This is an optimization exercise on Yosys and OpenROAD, whose aim is small area, a short achievable clock period and few clock cycles per item, not a production implementation.
The RTL was checked by simulation tests, not by an equivalence proof against the original design.

Design redmean_palette_quantizer, start of the top module:
module redmean_palette_quantizer #(
    parameter int PALETTE_ENTRIES = 8
)
(
    input  logic        clk,
    input  logic        rst_n,
    input  logic        in_valid,
    output logic        in_stall,
    input  logic [7:0]  red,
    input  logic [7:0]  green,
    input  logic [7:0]  blue,
    output logic        out_valid,
    input  logic        out_stall,
    output logic [2:0]  best_index,
    input  logic        cfg_valid,
    output logic        cfg_ready,
    input  logic [2:0]  cfg_index,
    input  logic [47:0] cfg_data
);
    localparam int DIST_W = 20;
    localparam int PIPE_STAGES = 4;
    localparam int MAX_FLIGHT = PIPE_STAGES + 2;
    localparam int QUEUE_LEN  = MAX_FLIGHT;
    logic [PALETTE_ENTRIES*24-1:0]     entry;
    logic [7:0]                        live_mask;
    logic [PALETTE_ENTRIES*DIST_W-1:0] dist_lane;
    logic [8*DIST_W-1:0]               dist_all;
    logic                   accept, take;
    logic [PIPE_STAGES-1:0] valid_reg;
    logic [2:0]             flight, flight_next;
    logic                   stall_reg;
    logic [2:0]             result;
    logic                   result_valid;
    logic [2:0]             q_idx [QUEUE_LEN];
    logic [QUEUE_LEN-1:0]   q_valid;
    logic [QUEUE_LEN:0]     shifted_valid;
    logic [QUEUE_LEN-1:0]   join_at;
    assign cfg_ready = 1'b1;
    assign accept     = in_valid && !stall_reg;
    assign take       = q_valid[0] && !out_stall;
    assign in_stall   = stall_reg;
    assign out_valid  = q_valid[0];
    assign best_index = q_idx[0];
    always_comb
    begin
        flight_next = flight;
        if (accept && !take)
        begin
  ...
export LEC_CHECK = 0
export ABC_AREA = 1
export CAP_MARGIN = 20
export CORE_MARGIN = 2
export CORE_UTILIZATION = 40
export SETUP_SLACK_MARGIN = 3.45
export SLEW_MARGIN = 20
create_clock -name core_clock -period 7.0 [get_ports {clk}]
standard.sh (not shown) runs the stock make flow with config.mk's settings and CLKGATE_MAP_FILE= SYNTH_SCRIPT=/design/flow/synth_recipe.tcl, a recipe that flattens the netlist after the stock synthesis.
==> flow/flow/run.sh <==
#!/bin/bash
# Layout flow: the standard synthesis, then full adders' polarities are
# chosen to remove inverters between adders (flow/fa_polarity.py), then
# the standard layout from floorplan on. Each tool's output goes to a log
# file of its own in this folder.
set -euo pipefail
R=orfs/results/${FLOW_PLATFORM}/redmean_palette_quantizer/base
bash standard.sh "$PWD/$R/1_2_yosys.v" > flow_1_synth.log 2>&1
cp "$R/1_2_yosys.v" "$R/1_2_yosys.standard.v"
python3 flow/fa_polarity.py "$R/1_2_yosys.standard.v" "$R/1_2_yosys.v" > flow_2_fa_polarity.log 2>&1
bash standard.sh finish > flow_3_layout.log 2>&1
Other scripts of this flow, unchanged in this note and not shown: flow/flow/fa_polarity.py
The starting point produced a clean layout.
Testbench counts at the start, summed over its fixed seeds: cycles 8,232, items 8,192.
==> next run, changes <==
- SETUP_SLACK_MARGIN: 3.45 -> 3.75
Setup slack improves by 0.029 ns.
Flip-flop and latch count does not change.
First-iteration DRC count goes up by a few percent.
==> next run, changes <==
- SETUP_SLACK_MARGIN: 3.75 -> 3.3
Result: The changed run passed the timing, DRC and antenna checks. Clock-buffer cell count fell by 10. First-iteration DRC count fell by 11%. Routed wire length fell by 4.9%. Critical path depth is unchanged. Design area fell by 6.2%.


redmean_palette_quantizer again, from the RTL that the note above started with.
Settings: LEC_CHECK=0, CAP_MARGIN=20, CORE_MARGIN=2, CORE_UTILIZATION=40, SETUP_SLACK_MARGIN=3.5, SLEW_MARGIN=20; clock period 7.0 ns.
run.sh (not shown) runs the stock make flow with config.mk's settings and CLKGATE_MAP_FILE= SYNTH_SCRIPT=/design/flow/synth_recipe.tcl, a recipe that flattens the netlist after the stock synthesis.
Stock flow here: none of the scripts above is used.
The baseline ran to the end with no violations.
Testbench counts at the start, summed over its fixed seeds: cycles 8,232, items 8,192.
Then changed:
- ABC_AREA: unset -> 1
- SETUP_SLACK_MARGIN: 3.5 -> 3.3
Result:
- The new run went through all stages and came out clean
- utilization drops by 2.2 points
- register-to-register slack loses 30 ps
- via count climbs by 10%
- cell area drops by 3.0%
- setup slack loses 26 ps

[afterwards: timing with drivers on the ports]
No port has a modelled driver above. Below, the same layouts with a new extraction and two added sets of constraints.
Step 1 assumes that a clkbuf_16 drives the clock port and a buf_2 every other input.
Step 2 adds t to the input delays and takes it off the output delays; t is the mean of the earliest and latest rising clock arrival at the registers after step 1. Input paths then give back, and output paths get back, about the clock's delay inside the block.
Three values: no drivers, after step 1, after step 2; two values: the first two.
run	shift t [ns]	slack for setup (ns)	worst setup path after step 2	pins driven straight from the clock port
the first run of note 1	0.930	3.512 / 3.512 / 2.854	input to register	1
the second run of note 1	0.913	3.541 / 3.541 / 3.072	input to register	1
the third run of note 1	0.940	3.373 / 3.373 / 2.773	input to register	1
the first run of note 2	0.899	3.379 / 3.379 / 2.779	input to register	1
the second run of note 2	0.916	3.353 / 3.353 / 2.686	input to register	1
After both steps setup and hold are still met in every run listed. The setup slack of the second run of note 2, which loses most, moves by 0.000 ns with the drivers and by -0.667 ns with both steps.
